From an optimization exercise on the open Yosys and OpenROAD flow, aimed at a short achievable clock period and few clock cycles per item; shortcuts taken in it are not production practice.
RTL that was checked went through simulation tests only; none was proved equivalent to the original.
No activity file was given, so power comes from the tool's default toggle rates.

==> run M <==
// a25_wishbone_master
module a25_wishbone_master
#(
    parameter int unsigned TIMEOUT_CYCLES = 256
) (
    input  logic         i_clk,
    input  logic         i_rst,
    input  logic         i_p0_valid,
    output logic         o_p0_accepted,
    input  logic         i_p0_write,
    input  logic [127:0] i_p0_wdata,
    input  logic [15:0]  i_p0_be,
    input  logic [31:0]  i_p0_addr,
    output logic [127:0] o_p0_rdata,
    output logic         o_p0_rdata_valid,
    input  logic         i_p1_valid,
    output logic         o_p1_accepted,
    input  logic         i_p1_write,
    input  logic [127:0] i_p1_wdata,
    input  logic [15:0]  i_p1_be,
    input  logic [31:0]  i_p1_addr,
    output logic [127:0] o_p1_rdata,
    output logic         o_p1_rdata_valid,
    input  logic         i_p2_valid,
    output logic         o_p2_accepted,
    input  logic         i_p2_write,
    input  logic [127:0] i_p2_wdata,
    input  logic [15:0]  i_p2_be,
    input  logic [31:0]  i_p2_addr,
    output logic [127:0] o_p2_rdata,
    output logic         o_p2_rdata_valid,
    output logic [31:0]  o_wb_adr,
    output logic [3:0]   o_wb_sel,
    output logic         o_wb_we,
    output logic [31:0]  o_wb_dat,
    input  logic [31:0]  i_wb_dat,
    output logic         o_wb_cyc,
    output logic         o_wb_stb,
    input  logic         i_wb_ack,
    input  logic         i_wb_err,
    output logic         o_bus_error
);
==> flow/config.mk <==
export PLATFORM = sky130hd
export DESIGN_NAME = a25_wishbone_master
export DESIGN_NICKNAME = a25_wishbone_master
export VERILOG_FILES = /design/flow/design.v
export SDC_FILE = /design/flow/constraint.sdc
export NUM_CORES = 4
export LEC_CHECK = 0
export ABC_CLOCK_PERIOD_IN_PS = 2200
export CAP_MARGIN = 20
export CORE_MARGIN = 2
export CORE_UTILIZATION = 45
export SETUP_SLACK_MARGIN = 2.6
export SLEW_MARGIN = 20
==> flow/constraint.sdc <==
create_clock -name core_clock -period 5.0 [get_ports {i_clk}]
set_input_delay 1.0000 -clock core_clock [delete_from_list [all_inputs] [get_ports {i_clk}]]
set_output_delay 1.0000 -clock core_clock [all_outputs]
set_load 0.01 [all_outputs]
run.sh (not shown) runs the stock make flow with config.mk's settings and CLKGATE_MAP_FILE= SYNTH_SCRIPT=/design/flow/synth_recipe.tcl, a recipe that flattens the netlist after the stock synthesis.
==> inputs of run F, as changes to run M <==
--- a/flow/design.v
+++ b/flow/design.v
@@ -70,13 +70,13 @@
     output logic         o_wb_cyc,
     output logic         o_wb_stb,
     input  logic         i_wb_ack,
     input  logic         i_wb_err,
     output logic         o_bus_error
 );
-    localparam int unsigned QD  = 1;           
+    localparam int unsigned QD  = 3;           
     localparam int unsigned QP  = 2;                 
     localparam int unsigned QW  = 3;                 
     localparam int unsigned HCW = 6;                 
     logic unused_cfg;
     function automatic logic [1:0] first_of(input logic [3:0] m);
         first_of = 2'd3;
@@ -304,39 +304,34 @@
             adr_q[3:2] <= n_word;
             sel_q      <= cur_be[{n_word, 2'b00} +: 4];
             dat_q      <= cur_wdata[{n_word, 5'd0} +: 32];
             rem_q      <= rem_q & (rem_q - 4'd1);
         end
     end
-    logic [95:0]  line_q;
-    logic [127:0] line_fin;
+    logic [127:0] line_q, line_fin;
     logic [31:0]  beat_dat;
     logic         rd_last;
     assign beat_dat = i_wb_err ? '0 : i_wb_dat;
     assign rd_last  = beat_end & ~has_next & ~we_q;
     always_ff @(posedge i_clk) begin
-        for (int unsigned k = 0; k < 3; k++) begin
-            if (beat_end && !we_q && (adr_q[3:2] == 2'(k))) line_q[32*k +: 32] <= beat_dat;
+        if (bus_free) begin
+            line_q <= '0;
+        end else if (beat_end && !we_q) begin
+            line_q[{adr_q[3:2], 5'd0} +: 32] <= beat_dat;
         end
     end
-    function automatic logic [127:0] place(input logic [31:0] d, input logic [1:0] k);
-        place = {(k == 2'd3) ? d : 32'd0, (k == 2'd2) ? d : 32'd0,
-                 (k == 2'd1) ? d : 32'd0, (k == 2'd0) ? d : 32'd0};
-    endfunction
     always_comb begin
-        if (cur_port == P_UNCACHED) line_fin = place(beat_dat, adr_q[3:2]);
-        else                        line_fin = {beat_dat, line_q};
+        line_fin = line_q;
+        line_fin[{adr_q[3:2], 5'd0} +: 32] = beat_dat;
     end
     logic [2:0]   rv_q;
     logic [127:0] rdata_q [3];
     logic         bus_error_q;
     logic [HCW-1:0] hcnt_q;
     logic [1:0]   pend_v;
-    logic [127:0] pend1_line;     
-    logic [31:0]  pend2_dat;      
-    logic [1:0]   pend2_word;
+    logic [127:0] pend_line [2];
     logic         p0_rv_d;
     logic [2:0]   p0_out_q;       
     logic         tok_q;
     logic         engaged, hold_max;
     logic [1:0]   fin_p;          
     logic [1:0]   done_p;         
@@ -376,27 +371,21 @@
             if ((|(done_p & ~give)) && engaged) hcnt_q <= hcnt_q + 1'b1;
             else                                hcnt_q <= '0;
             rv_q[0] <= rd_last && (cur_port == P_ICACHE);
             if (rd_last && (cur_port == P_ICACHE)) rdata_q[0] <= line_fin;
             for (int unsigned p = 1; p < 3; p++) begin
                 rv_q[p] <= give[p-1];
-                if (give[p-1]) begin
-                    if (!pend_v[p-1])  rdata_q[p] <= line_fin;
-                    else if (p == 1)   rdata_q[p] <= pend1_line;
-                    else               rdata_q[p] <= place(pend2_dat, pend2_word);
-                end
+                if (give[p-1]) rdata_q[p] <= pend_v[p-1] ? pend_line[p-1] : line_fin;
                 pend_v[p-1] <= (pend_v[p-1] & ~give[p-1]) | (fin_p[p-1] & (~give[p-1] | pend_v[p-1]));
             end
             if (beat_end && i_wb_err) bus_error_q <= 1'b1;
         end
     end
     always_ff @(posedge i_clk) begin
-        if (fin_p[0] && (!give[0] || pend_v[0])) pend1_line <= line_fin;
-        if (fin_p[1] && (!give[1] || pend_v[1])) begin
-            pend2_dat  <= beat_dat;
-            pend2_word <= adr_q[3:2];
+        for (int unsigned p = 1; p < 3; p++) begin
+            if (fin_p[p-1] && (!give[p-1] || pend_v[p-1])) pend_line[p-1] <= line_fin;
         end
     end
     assign o_wb_cyc = cyc_q;
     assign o_wb_stb = cyc_q;
     assign o_wb_adr = {adr_q, 2'b00};
     assign o_wb_sel = sel_q;
==> flow/config.mk (replaced) <==
export PLATFORM = sky130hd
export DESIGN_NAME = a25_wishbone_master
export DESIGN_NICKNAME = a25_wishbone_master
export VERILOG_FILES = /design/flow/design.v
export SDC_FILE = /design/flow/constraint.sdc
export NUM_CORES = 4
export LEC_CHECK = 0
export ABC_CLOCK_PERIOD_IN_PS = 2200
export CAP_MARGIN = 20
export CORE_AREA = 5 5 375 375
export DIE_AREA = 0 0 380 380
export SETUP_SLACK_MARGIN = 2.6
export SLEW_MARGIN = 20
==> inputs of run P, as changes to run M <==
--- a/flow/design.v
+++ b/flow/design.v
@@ -28,12 +28,22 @@
             mask[addr_word] = 1'b1;
         end else begin
             mask = '1;
         end
     end
 endmodule
+module a25_wb_accept
+(
+    input  logic [2:0] valid,
+    input  logic       full,
+    output logic [2:0] accepted
+);
+    assign accepted[2] = valid[2] & ~full;
+    assign accepted[1] = valid[1] & ~valid[2] & ~full;
+    assign accepted[0] = valid[0] & ~valid[1] & ~valid[2] & ~full;
+endmodule
 import a25_wb_pkg::*;
 module a25_wishbone_master
 #(
     parameter int unsigned TIMEOUT_CYCLES = 256
 ) (
     input  logic         i_clk,
@@ -88,15 +98,17 @@
     logic full_q;
     logic a0, a1, a2, acc;
     assign a2  = i_p2_valid & ~full_q;
     assign a1  = i_p1_valid & ~i_p2_valid & ~full_q;
     assign a0  = i_p0_valid & ~i_p1_valid & ~i_p2_valid & ~full_q;
     assign acc = (i_p0_valid | i_p1_valid | i_p2_valid) & ~full_q;
-    assign o_p0_accepted = a0;
-    assign o_p1_accepted = a1;
-    assign o_p2_accepted = a2;
+    a25_wb_accept u_accept (
+        .valid    ({i_p2_valid, i_p1_valid, i_p0_valid}),
+        .full     (full_q),
+        .accepted ({o_p2_accepted, o_p1_accepted, o_p0_accepted})
+    );
     logic [1:0]   win_port;
     logic         win_write;
     logic [127:0] win_wdata;
     logic [15:0]  win_be;
     logic [31:0]  win_addr;
     always_comb begin
@@ -122,23 +134,37 @@
     logic unused_addr_lsbs;
     assign unused_addr_lsbs = ^win_addr[1:0];
     logic [3:0]  pm [3];
     logic [1:0]  pf [3];
     logic [3:0]  ps [3];
     logic [31:0] pd [3];
-    a25_wb_beat_mask u_mask0 (.write(i_p0_write), .be(i_p0_be), .addr_word(i_p0_addr[3:2]), .port(P_ICACHE),   .mask(pm[0]));
-    a25_wb_beat_mask u_mask1 (.write(i_p1_write), .be(i_p1_be), .addr_word(i_p1_addr[3:2]), .port(P_DCACHE),   .mask(pm[1]));
-    a25_wb_beat_mask u_mask2 (.write(i_p2_write), .be(i_p2_be), .addr_word(i_p2_addr[3:2]), .port(P_UNCACHED), .mask(pm[2]));
+    logic [3:0] pn [3];
+    always_comb begin
+        for (int unsigned k = 0; k < 4; k++) begin
+            pn[0][k] = |i_p0_be[4*k +: 4];
+            pn[1][k] = |i_p1_be[4*k +: 4];
+            pn[2][k] = |i_p2_be[4*k +: 4];
+        end
+    end
     always_comb begin
-        for (int unsigned p = 0; p < 3; p++) pf[p] = first_of(pm[p]);
+        pm[0] = i_p0_write ? pn[0] : 4'hf;
+        pm[1] = i_p1_write ? pn[1] : 4'hf;
+        pm[2] = i_p2_write ? pn[2] : (4'b0001 << i_p2_addr[3:2]);
+    end
+    logic [1:0] pw [3];
+    always_comb begin
+        for (int unsigned p = 0; p < 3; p++) begin
+            pf[p] = first_of(pm[p]);
+            pw[p] = first_of(pn[p]);
+        end
         ps[0] = i_p0_be[{pf[0], 2'b00} +: 4];
         ps[1] = i_p1_be[{pf[1], 2'b00} +: 4];
         ps[2] = i_p2_be[{pf[2], 2'b00} +: 4];
-        pd[0] = i_p0_wdata[{pf[0], 5'd0} +: 32];
-        pd[1] = i_p1_wdata[{pf[1], 5'd0} +: 32];
-        pd[2] = i_p2_wdata[{pf[2], 5'd0} +: 32];
+        pd[0] = i_p0_wdata[{pw[0], 5'd0} +: 32];
+        pd[1] = i_p1_wdata[{pw[1], 5'd0} +: 32];
+        pd[2] = i_p2_wdata[{pw[2], 5'd0} +: 32];
     end
     logic [3:0]  win_mask;
     logic [1:0]  win_first;
     logic [3:0]  win_sel;
     logic [31:0] win_dat;
     always_comb begin
@@ -179,15 +205,17 @@
     logic         we_q;
     logic [31:0]  dat_q;
     logic [1:0]   cur_port;
     logic [127:0] cur_wdata;
     logic [15:0]  cur_be;
     logic [3:0]   rem_q;       
+    logic         last_q;      
+    logic [2:0]   rf_q;        
     logic beat_end, has_next, bus_free, pop, bypass, push_q;
     assign beat_end = cyc_q & (i_wb_ack | i_wb_err);
-    assign has_next = |rem_q;
+    assign has_next = ~last_q;
     assign bus_free = ~cyc_q | (beat_end & ~has_next);
     assign pop      = bus_free & ~empty_q;
     assign bypass   = bus_free & empty_q & push_any;
     assign push_q   = push_any & ~bypass;
     function automatic logic [QP-1:0] ptr_inc(input logic [QP-1:0] p);
         ptr_inc = (p == QP'(QD - 1)) ? '0 : p + 1'b1;
@@ -280,12 +308,15 @@
             h_word  = win_first;
             h_sel   = win_sel;
             h_dat   = win_dat;
         end
     end
     assign n_word = first_of(rem_q);
+    logic [3:0] h_rem, n_rem;
+    assign h_rem = h_mask & (h_mask - 4'd1);
+    assign n_rem = rem_q & (rem_q - 4'd1);
     always_ff @(posedge i_clk or posedge i_rst) begin
         if (i_rst) begin
             cyc_q <= 1'b0;
         end else if (bus_free) begin
             cyc_q <= (pop & (|h_mask)) | bypass;
         end
@@ -294,28 +325,36 @@
         if (bus_free) begin
             adr_q     <= {h_addr, h_word};
             sel_q     <= h_sel;
             dat_q     <= h_dat;
             we_q      <= h_wr;
             cur_port  <= h_port;
-            cur_wdata <= h_wdata;
-            cur_be    <= h_be;
-            rem_q     <= h_mask & (h_mask - 4'd1);
+            rem_q     <= h_rem;
+            last_q    <= (h_rem == '0);
+            for (int unsigned p = 0; p < 3; p++) rf_q[p] <= ~h_wr & (h_rem == '0) & (h_port == 2'(p));
         end else if (beat_end && has_next) begin
             adr_q[3:2] <= n_word;
             sel_q      <= cur_be[{n_word, 2'b00} +: 4];
             dat_q      <= cur_wdata[{n_word, 5'd0} +: 32];
-            rem_q      <= rem_q & (rem_q - 4'd1);
+            rem_q      <= n_rem;
+            last_q     <= (n_rem == '0);
+            for (int unsigned p = 0; p < 3; p++) rf_q[p] <= ~we_q & (n_rem == '0) & (cur_port == 2'(p));
+        end
+    end
+    always_ff @(posedge i_clk) begin
+        if (!cyc_q || last_q) begin
+            cur_wdata <= h_wdata;
+            cur_be    <= h_be;
         end
     end
     logic [95:0]  line_q;
     logic [127:0] line_fin;
     logic [31:0]  beat_dat;
     logic         rd_last;
     assign beat_dat = i_wb_err ? '0 : i_wb_dat;
-    assign rd_last  = beat_end & ~has_next & ~we_q;
+    assign rd_last  = beat_end & (|rf_q);
     always_ff @(posedge i_clk) begin
         for (int unsigned k = 0; k < 3; k++) begin
             if (beat_end && !we_q && (adr_q[3:2] == 2'(k))) line_q[32*k +: 32] <= beat_dat;
         end
     end
     function automatic logic [127:0] place(input logic [31:0] d, input logic [1:0] k);
@@ -338,16 +377,41 @@
     logic [2:0]   p0_out_q;       
     logic         tok_q;
     logic         engaged, hold_max;
     logic [1:0]   fin_p;          
     logic [1:0]   done_p;         
     logic [1:0]   give;           
-    assign engaged  = i_p0_valid | rv_q[0] | p0_rv_d | (p0_out_q != '0);
-    assign hold_max = (hcnt_q == '1);
-    assign fin_p[0] = rd_last & (cur_port == P_DCACHE);
-    assign fin_p[1] = rd_last & (cur_port == P_UNCACHED);
+    logic         eng_q, hmax_q, fin0;
+    logic [2:0]   p0_out_next;
+    logic [HCW-1:0] hcnt_next;
+    assign engaged  = i_p0_valid | eng_q;
+    assign hold_max = hmax_q;
+    assign fin0     = beat_end & rf_q[0];
+    assign fin_p[0] = beat_end & rf_q[1];
+    assign fin_p[1] = beat_end & rf_q[2];
+    logic p0_inc, p0_dec, p0_busy_next, hold_on;
+    logic [2:0] p0_out_p1, p0_out_m1;
+    logic [HCW-1:0] hcnt_p1;
+    assign p0_inc    = a0 & ~i_p0_write;
+    assign p0_dec    = fin0;
+    assign p0_out_p1 = p0_out_q + 3'd1;
+    assign p0_out_m1 = p0_out_q - 3'd1;
+    always_comb begin
+        p0_out_next  = p0_out_q;
+        p0_busy_next = (p0_out_q != '0);
+        if (p0_inc & ~p0_dec) begin
+            p0_out_next  = p0_out_p1;
+            p0_busy_next = 1'b1;
+        end else if (p0_dec & ~p0_inc) begin
+            p0_out_next  = p0_out_m1;
+            p0_busy_next = (p0_out_q != 3'd1);
+        end
+    end
+    assign hcnt_p1   = hcnt_q + 1'b1;
+    assign hold_on   = (|(done_p & ~give)) & engaged;
+    assign hcnt_next = hold_on ? hcnt_p1 : '0;
     assign done_p   = pend_v | fin_p;
     always_comb begin
         give = '0;
         if (!engaged || hold_max) begin
             give = done_p;
         end else if (tok_q) begin
@@ -365,21 +429,24 @@
             bus_error_q <= 1'b0;
             pend_v      <= '0;
             p0_rv_d     <= 1'b0;
             p0_out_q    <= '0;
             tok_q       <= 1'b0;
             hcnt_q      <= '0;
+            eng_q       <= 1'b0;
+            hmax_q      <= 1'b0;
         end else begin
             p0_rv_d  <= rv_q[0];
-            p0_out_q <= p0_out_q + 3'(a0 & ~i_p0_write) - 3'(rd_last & (cur_port == P_ICACHE));
+            p0_out_q <= p0_out_next;
+            eng_q    <= fin0 | rv_q[0] | p0_busy_next;
+            hmax_q   <= hold_on & (hcnt_p1 == '1);
             if (a0)         tok_q <= 1'b1;
             else if (|give) tok_q <= 1'b0;
-            if ((|(done_p & ~give)) && engaged) hcnt_q <= hcnt_q + 1'b1;
-            else                                hcnt_q <= '0;
-            rv_q[0] <= rd_last && (cur_port == P_ICACHE);
-            if (rd_last && (cur_port == P_ICACHE)) rdata_q[0] <= line_fin;
+            hcnt_q <= hcnt_next;
+            rv_q[0] <= fin0;
+            if (fin0) rdata_q[0] <= line_fin;
             for (int unsigned p = 1; p < 3; p++) begin
                 rv_q[p] <= give[p-1];
                 if (give[p-1]) begin
                     if (!pend_v[p-1])  rdata_q[p] <= line_fin;
                     else if (p == 1)   rdata_q[p] <= pend1_line;
                     else               rdata_q[p] <= place(pend2_dat, pend2_word);
==> flow/flow/run.sh (new file) <==
#!/bin/bash
# The standard layout (standard.sh), with two ORFS settings changed:
#  - port buffers are sky130_fd_sc_hd__buf_4 rather than the delay buffer
#    buffer_ports picks by default;
#  - the resizer may swap a cell for one of another footprint
#    (MATCH_CELL_FOOTPRINT=0), so those buffers and the gates can be sized
#    for timing before routing.
# Everything else, synthesis included, is the standard flow.
set -o pipefail
cp standard.sh standard.sh.txt
bash standard.sh MATCH_CELL_FOOTPRINT=0 "BUFFER_PORTS_ARGS=-buffer_cell sky130_fd_sc_hd__buf_4" finish > standard.log 2>&1
==> flow/standard.sh (new file) <==
#!/bin/bash
# synth_recipe.tcl (not shown) runs the flow's synth.tcl, then flattens the netlist and writes it again
# the make line also repeats each setting of config.mk as NAME=value (left out here)
make -C /OpenROAD-flow-scripts/flow DESIGN_CONFIG=/design/flow/config.mk WORK_HOME=/design/flow/orfs CLKGATE_MAP_FILE= SYNTH_SCRIPT=/design/flow/synth_recipe.tcl "${@:-finish}"
--- a/flow/config.mk
+++ b/flow/config.mk
@@ -5,9 +5,12 @@
 export SDC_FILE = /design/flow/constraint.sdc
 export NUM_CORES = 4
 export LEC_CHECK = 0
 export ABC_CLOCK_PERIOD_IN_PS = 2200
 export CAP_MARGIN = 20
 export CORE_MARGIN = 2
-export CORE_UTILIZATION = 45
+export CORE_UTILIZATION = 50
 export SETUP_SLACK_MARGIN = 2.6
 export SLEW_MARGIN = 20
+export SYNTH_HIERARCHICAL = 1
+export SYNTH_MINIMUM_KEEP_SIZE = 0
+export TNS_END_PERCENT = 100
removed: flow/run.sh
==> run notes <==
Combinational power: run F is larger than run P (85%).
The lowest synthesized cell count belongs to run M, the highest to run F.
Utilization: run F > run P > run M.
In run F the register-to-register slack is worse than in run P, by 0.45 ns.
Cell area, highest first: run F, run M, run P.
Testbench counts of run F, summed over its fixed seeds: cycles 28,069, requests 5,120.
Testbench counts of run P, summed over its fixed seeds: cycles 28,076, requests 5,120.
Function not checked in run M: the RTL went through the layout flow alone.

afterwards: timing with drivers on the ports:
Ports are ideal in the flow. The routed layouts listed here were re-timed in OpenROAD.
Step 1, drivers: a clkbuf_16 drives i_clk and a buf_2 each remaining input, both assumed.
Step 2 also shifts input and output timing later by t, the mid clock arrival at the registers, as if the neighbouring blocks saw the same clock.
Slacks: ideal ports / drivers / drivers and shift; pairs: ideal ports / drivers.
run | t (ns) | setup WS [ns] | hold slack, ns | slew at the worst register clock pin (ns)
run M | 0.782 | 2.201 / 2.098 / 1.661 | 0.432 / 0.432 / 0.432 | 0.07 / 0.07
run F | 0.873 | 2.181 / 1.977 / 1.380 | 0.453 / 0.453 / 0.453 | 0.07 / 0.07
run P | 0.766 | 2.381 / 2.203 / 1.596 | 0.427 / 0.370 / 0.451 | 0.07 / 0.07
After both steps setup and hold are still met in every run listed. For run F, which loses most, drivers alone change the setup slack by -0.204 ns; drivers and shift together by -0.801 ns.
